From an optimization exercise on the open Yosys and OpenROAD flow, aimed at small area, a short achievable clock period and few clock cycles per item; shortcuts taken in it are not production practice.
Function was checked by simulation only, so behaviour that the tests miss may differ from the original.

`flow/config.mk`:
```
export PLATFORM = sky130hd
export DESIGN_NAME = fc_accum
export DESIGN_NICKNAME = fc_accum
export VERILOG_FILES = /design/flow/design.v
export SDC_FILE = /design/flow/constraint.sdc
export NUM_CORES = 4
export LEC_CHECK = 0
export CAP_MARGIN = 20
export CORE_MARGIN = 2
export CORE_UTILIZATION = 40
export PLACE_DENSITY = 0.6
export SLEW_MARGIN = 20
```
`flow/constraint.sdc`:
```
create_clock -name core_clock -period 12.5 [get_ports {i_clk}]
set_input_delay 2.5000 -clock core_clock [delete_from_list [all_inputs] [get_ports {i_clk}]]
set_output_delay 2.5000 -clock core_clock [all_outputs]
set_load 0.01 [all_outputs]
```
`flow/design.v`:
```
module fc_accum #(
  parameter int DATAW = 20,
  parameter int ADDRW = 12,
  parameter int FRAC  = 16,
  parameter int NUM   = 2048,
  parameter int RELU  = 1
) (
  input  logic             i_clk,
  input  logic             i_reset,
  input  logic             i_start,
  input  logic [DATAW-1:0] i_bias,
  output logic             o_busy,
  output logic             o_done,
  output logic             o_crd,
  output logic [ADDRW-1:0] o_caddr_rd,
  input  logic [DATAW-1:0] i_cdata_rd,
  output logic [ADDRW-1:0] o_waddr,
  input  logic [DATAW-1:0] i_wdata,
  output logic             o_cwr,
  output logic [2:0]       o_csel,
  output logic [ADDRW-1:0] o_caddr_wr,
  output logic [DATAW-1:0] o_cdata_wr
);
  localparam logic [2:0] S_IDLE  = 3'd0;
  localparam logic [2:0] S_READ  = 3'd1;
  localparam logic [2:0] S_DRAIN = 3'd2;
  localparam logic [2:0] S_WRITE = 3'd3;
  localparam logic [2:0] S_FIN   = 3'd4;
  localparam int AW = 2*DATAW + $clog2(NUM) + 1;
  localparam logic [ADDRW-1:0] LAST = ADDRW'(NUM-1);
  localparam logic signed [AW-1:0] HALF    = {{(AW-FRAC){1'b0}}, 1'b1, {(FRAC-1){1'b0}}};
  localparam logic signed [AW-1:0] SAT_MAX = {{(AW-DATAW+1){1'b0}}, {(DATAW-1){1'b1}}};
  localparam logic signed [AW-1:0] SAT_MIN = {{(AW-DATAW+1){1'b1}}, {(DATAW-1){1'b0}}};
  logic [2:0]              r_state;
  logic [ADDRW-1:0]        r_cnt;
  logic signed [AW-1:0]    r_acc;
  logic                    r_vld;
  logic                    r_busy;
  logic                    r_done;
  logic                    r_crd;
  logic                    r_cwr;
  logic [2:0]              r_csel;
  logic [DATAW-1:0]        r_cdata_wr;
  logic signed [2*DATAW-1:0] w_prod;
  logic signed [AW-1:0]      w_prod_ext;
  logic signed [AW-1:0]      w_acc_next;
  logic signed [AW-1:0]      w_shift;
  logic [DATAW-1:0]          w_sat;
  logic [DATAW-1:0]          w_final;
  logic signed [AW-1:0]      w_bias_ext;
  assign w_prod     = $signed(i_cdata_rd) * $signed(i_wdata);
  assign w_prod_ext = {{(AW-2*DATAW){w_prod[2*DATAW-1]}}, w_prod};
  assign w_acc_next = r_vld ? (r_acc + w_prod_ext) : r_acc;
  assign w_shift    = (w_acc_next + HALF) >>> FRAC;
  assign w_bias_ext = {{(AW-DATAW-FRAC){i_bias[DATAW-1]}}, i_bias, {FRAC{1'b0}}};
  always_comb begin
    w_sat = w_shift[DATAW-1:0];
    if (w_shift > SAT_MAX)      w_sat = {1'b0, {(DATAW-1){1'b1}}};
    else if (w_shift < SAT_MIN) w_sat = {1'b1, {(DATAW-1){1'b0}}};
    w_final = w_sat;
    if (RELU != 0 && w_sat[DATAW-1]) w_final = '0;
  end
  always_ff @(posedge i_clk) begin
    if (i_reset) begin
      r_state    <= S_IDLE;
      r_cnt      <= '0;
      r_acc      <= '0;
      r_vld      <= 1'b0;
      r_busy     <= 1'b0;
      r_done     <= 1'b0;
      r_crd      <= 1'b0;
      r_cwr      <= 1'b0;
      r_csel     <= 3'b000;
      r_cdata_wr <= '0;
    end else begin
      r_vld <= r_crd;
      case (r_state)
        S_IDLE: begin
          if (i_start) begin
            r_state    <= S_READ;
            r_cnt      <= '0;
            r_acc      <= w_bias_ext;
            r_busy     <= 1'b1;
            r_crd      <= 1'b1;
            r_csel     <= 3'b101;
            r_cdata_wr <= '0;
          end
        end
        S_READ: begin
          r_acc <= w_acc_next;
          if (r_cnt == LAST) begin
            r_state <= S_DRAIN;
            r_cnt   <= '0;
            r_crd   <= 1'b0;
            r_csel  <= 3'b000;
          end else begin
            r_cnt <= r_cnt + ADDRW'(1);
          end
        end
        S_DRAIN: begin
          r_acc      <= w_acc_next;
          r_cdata_wr <= w_final;
          r_cwr      <= 1'b1;
          r_csel     <= 3'b110;
          r_state    <= S_WRITE;
        end
        S_WRITE: begin
          r_cwr   <= 1'b0;
          r_csel  <= 3'b000;
          r_busy  <= 1'b0;
          r_done  <= 1'b1;
          r_state <= S_FIN;
        end
        S_FIN: begin
          r_done  <= 1'b0;
          r_state <= S_IDLE;
        end
        default: r_state <= S_IDLE;
      endcase
    end
  end
  assign o_busy     = r_busy;
  assign o_done     = r_done;
  assign o_crd      = r_crd;
  assign o_caddr_rd = r_cnt;
  assign o_waddr    = r_cnt;
  assign o_cwr      = r_cwr;
  assign o_csel     = r_csel;
  assign o_caddr_wr = '0;
  assign o_cdata_wr = r_cdata_wr;
endmodule
```
`flow/run.sh`:
```
#!/bin/bash
# synth_recipe.tcl (not shown) runs the flow's synth.tcl, then flattens the netlist and writes it again
# the make line also repeats each setting of config.mk as NAME=value (left out here)
make -C /OpenROAD-flow-scripts/flow DESIGN_CONFIG=/design/flow/config.mk WORK_HOME=/design/flow/orfs CLKGATE_MAP_FILE= SYNTH_SCRIPT=/design/flow/synth_recipe.tcl finish
```
==> impl_metrics.yaml <==
timing:
  tns_ns: 0
  skew_ns: 0.0140
  tightest_slew_ns: 1.12
  timing.fmax_mhz: 83.8
  drv_slew: 0
  post-route-min-period_ns: 11.94
  min_period_over_period_pct: 95.5
  rsz0062_at_grt: "false"
  relSlewSlack_pct: 25.4
  setup_viol: 0
  final_hold_viol_count: 0
setup_path:
  critPathArrivalTime_ns: 12.19
  cp_common_cell: "fa_1"
  crit_slowest_cell: "clkdlybuf4s50_1"
  crit_required_ns: 12.76
  reg2reg_depth: 25
  cp_max_fo: 20
  worstSetupPathType: "in2reg"
  max_stage_delay_ns: 0.84
  crit_path_start_kind: "input port"
  endpoint_kind: "flop"
detailed_routing:
  firstDrtPassIters: 6
  vias_per_cell: 5.05
  antenna_left: 0
  drc: 0
  vias: 20461
  first_iter_violations: 1451
  detail_route.wirelength_um: 69900
  post_drt_wl_per_cell_um: 17.2
clock_network:
  clk_path_buf_depth: 2
  insertion_delay_ns: 0.37
  cts_max_level: 3
  cts_buffers: 9
  hold_buffers: 0
  tritoncts: "built"
  cts_sinks: 94
  cts_root_buf: "clkbuf_16"
  path_clk_slew_ns: 0.07
yosys:
  yosys_warnings: 1
  ys.flop_type: "dfxtp_1"
  ys_ff_latch: 94
  netlist_area_um2: 26300
  synthCells: 3128
  ys_async_sr_fraction_pct: 0
  avgSynthCellArea_um2: 8.42
  synth_seq_area_share_pct: 7.14
  synth-edff-count: 0
  ys_types: 90
floorplan:
  fp-row-count: 94
  start_util_pct: 40.2
  coreArea_um2: 65500
  die_area_um2: 67900
  ioPinCount: 126
  die_h_um: 261
  die_w_um: 261
global_routing:
  grt_pass1_vias: 21436
  overflow: 0
  grt_first_pass_wirelength_um: 118000
  grt_usage_pct: 21.8
  antenna_found_initial: 1
  grt_max_degree: 95
min_path:
  hp-class: "reg2reg"
  hold_depth: 2
placed_design:
  gp_congestion: 0.914
  hpwlAfterDp_um: 60100
  port_buffers: 112
finish:
  drive_gt1_share_pct: 4.58
  area_delta_synth_final_pct: 9.12
  area.sequential_um2: 1880
  fin_nets: 3947
  nFillCells: 6566
  multi_input_area_um2: 20600
run:
  drv_cap: 0
outcome:
  status: "complete, no violations"
synth_stat cells, drive strengths merged (13+ instances only):
library cell	count	share of area [%]
a211oi	40	1.2
a21o	25	0.72
a21oi	115	2.2
a221oi	17	0.57
and2	193	4.6
and3	25	0.60
buf	48	1.3
clkbuf	119	1.7
dfxtp	94	7.1
fa	546	41
ha	155	7.4
inv	822	12
mux2i	17	0.69
nand2	344	4.9
nand2b	21	0.50
nand3	50	0.95
nand4	21	0.50
nor2	103	1.5
nor2b	26	0.62
nor3	34	0.65
o21a	17	0.48
o21ai	67	1.3
or3	15	0.36
xnor2	32	1.1
xor2	13	0.43
critical path, delay by kind of cell:
kind,cells,cell delay [ns]
adders and majority gates,8,4.16
and+or+nand+nor,8,2.90
AOI/OAI and AO/OA,5,1.32
buffers and inverters,6,1.28
layout by cell type (no fill, tap or decap), types with 14 or more instances in the layout:
| master | n |
|---|---|
| nor2_1 | 103 |
| or3_1 | 14 |
| nand2_1 | 343 |
| nand3_1 | 50 |
| and3_1 | 24 |
| nor3_1 | 33 |
| mux2i_1 | 16 |
| ha_1 | 155 |
| nor2b_1 | 26 |
| a211oi_1 | 37 |
| o21ai_0 | 61 |
| buf_4 | 92 |
| xnor2_1 | 32 |
| nand2b_1 | 21 |
| fa_1 | 545 |
| dfxtp_1 | 93 |
| o21a_1 | 17 |
| inv_1 | 822 |
| clkdlybuf4s50_1 | 105 |
| and2_1 | 192 |
| nand4_1 | 21 |
| a221oi_1 | 17 |
| a21oi_1 | 115 |
| a21o_1 | 24 |
per-stage QoR:
step           setup slack (ns)  area, µm²  utilization, %  hold slack, ns  instances
2_1_floorplan             0.487      26400               -           0.444       3140
3_3_place_gp             0.0967      28400            43.4           0.445       4035
3_5_place_dp              0.158      28400            43.4           0.450       4035
4_1_cts                   0.515      28700            43.8           0.460       4050
5_1_grt                  0.0948      28800            43.9           0.488       4052
6_report                  0.562      28800            43.9           0.457       4052
area by class of cell:
type | instances | share of cell area (%)
sequential | 94 | 6.55
inverter | 823 | 10.7
multi-input combinational | 2051 | 71.6
antenna | 1 | 0.00870
timing repair buffer | 204 | 6.34
clock buffer | 11 | 0.844
tap | 864 | 3.76
clock inverter | 4 | 0.109
timing repair:
action,4_1_cts,5_1_grt
buffers inserted,0,1
setup endpoints to repair,0,14
resized for setup,0,8
metal layers:
layer	vias up	global-route usage [%]	wire (µm)
li1	9580	-	-
met1	10418	30.7	31900
met2	408	37.2	34600
met3	55	1.62	2270
met4	0	3.49	1130
met5	-	0	0
sequential cells by signal (all words and copies together), names as in the netlist:
register / count
r_vld: 1
r_cdata_wr: 19
r_done: 1
r_cwr: 1
r_acc: 52
r_crd: 1
r_cnt: 12
r_state: 3
r_busy: 1
r_csel: 3
worst paths after layout:
check / startpoint / to / slack [ns]
setup / recovery: i_wdata[8] / r_cdata_wr[18] / 0.56
hold reg to reg: r_cwr / r_cwr / 0.46
hold / removal: r_cwr / r_cwr / 0.46
setup reg to reg: r_acc[18] / r_cdata_wr[18] / 3.66
cells by family (layout without fill, tap and decap cells):
| kind of cell | Yosys count | after routing | share of synthesized area, % |
|---|---|---|---|
| buffers and inverters | 995 | 1042 | 14.9 |
| and+or+nand+nor | 888 | 888 | 16.9 |
| adders and majority gates | 701 | 701 | 48.8 |
| AOI/OAI and AO/OA | 384 | 384 | 9.81 |
| DFF | 94 | 94 | 7.14 |
| xor gates and xnor gates | 45 | 45 | 1.50 |
| muxes | 20 | 20 | 0.822 |
| other | 1 | 14 | 0.0142 |
Testbench counts, summed over its fixed seeds: cycles 262,648, items 128.

-- static timing again, ports no longer ideal --
How much do the figures lean on ideal ports? The routed layout below was timed once more, with nothing changed but the port constraints. Step 1, drivers: a clkbuf_16 drives i_clk and a buf_2 each remaining input, both assumed. Step 2 also shifts input and output timing later by t, the mid clock arrival at the registers, as if the neighbouring blocks saw the same clock. a / b / c = no drivers / after step 1 / after step 2; a / b = the first two.
shift t [ns]: 0.407
setup WS [ns]: 0.562 / 0.586 / 0.179
hold WS [ns]: 0.457 / 0.457 / 0.457
worst slew at a driven data input, ns: 0.07
After both steps this run still meets setup and hold. The setup slack of this run moves by +0.024 ns with the drivers and by -0.383 ns with both steps.
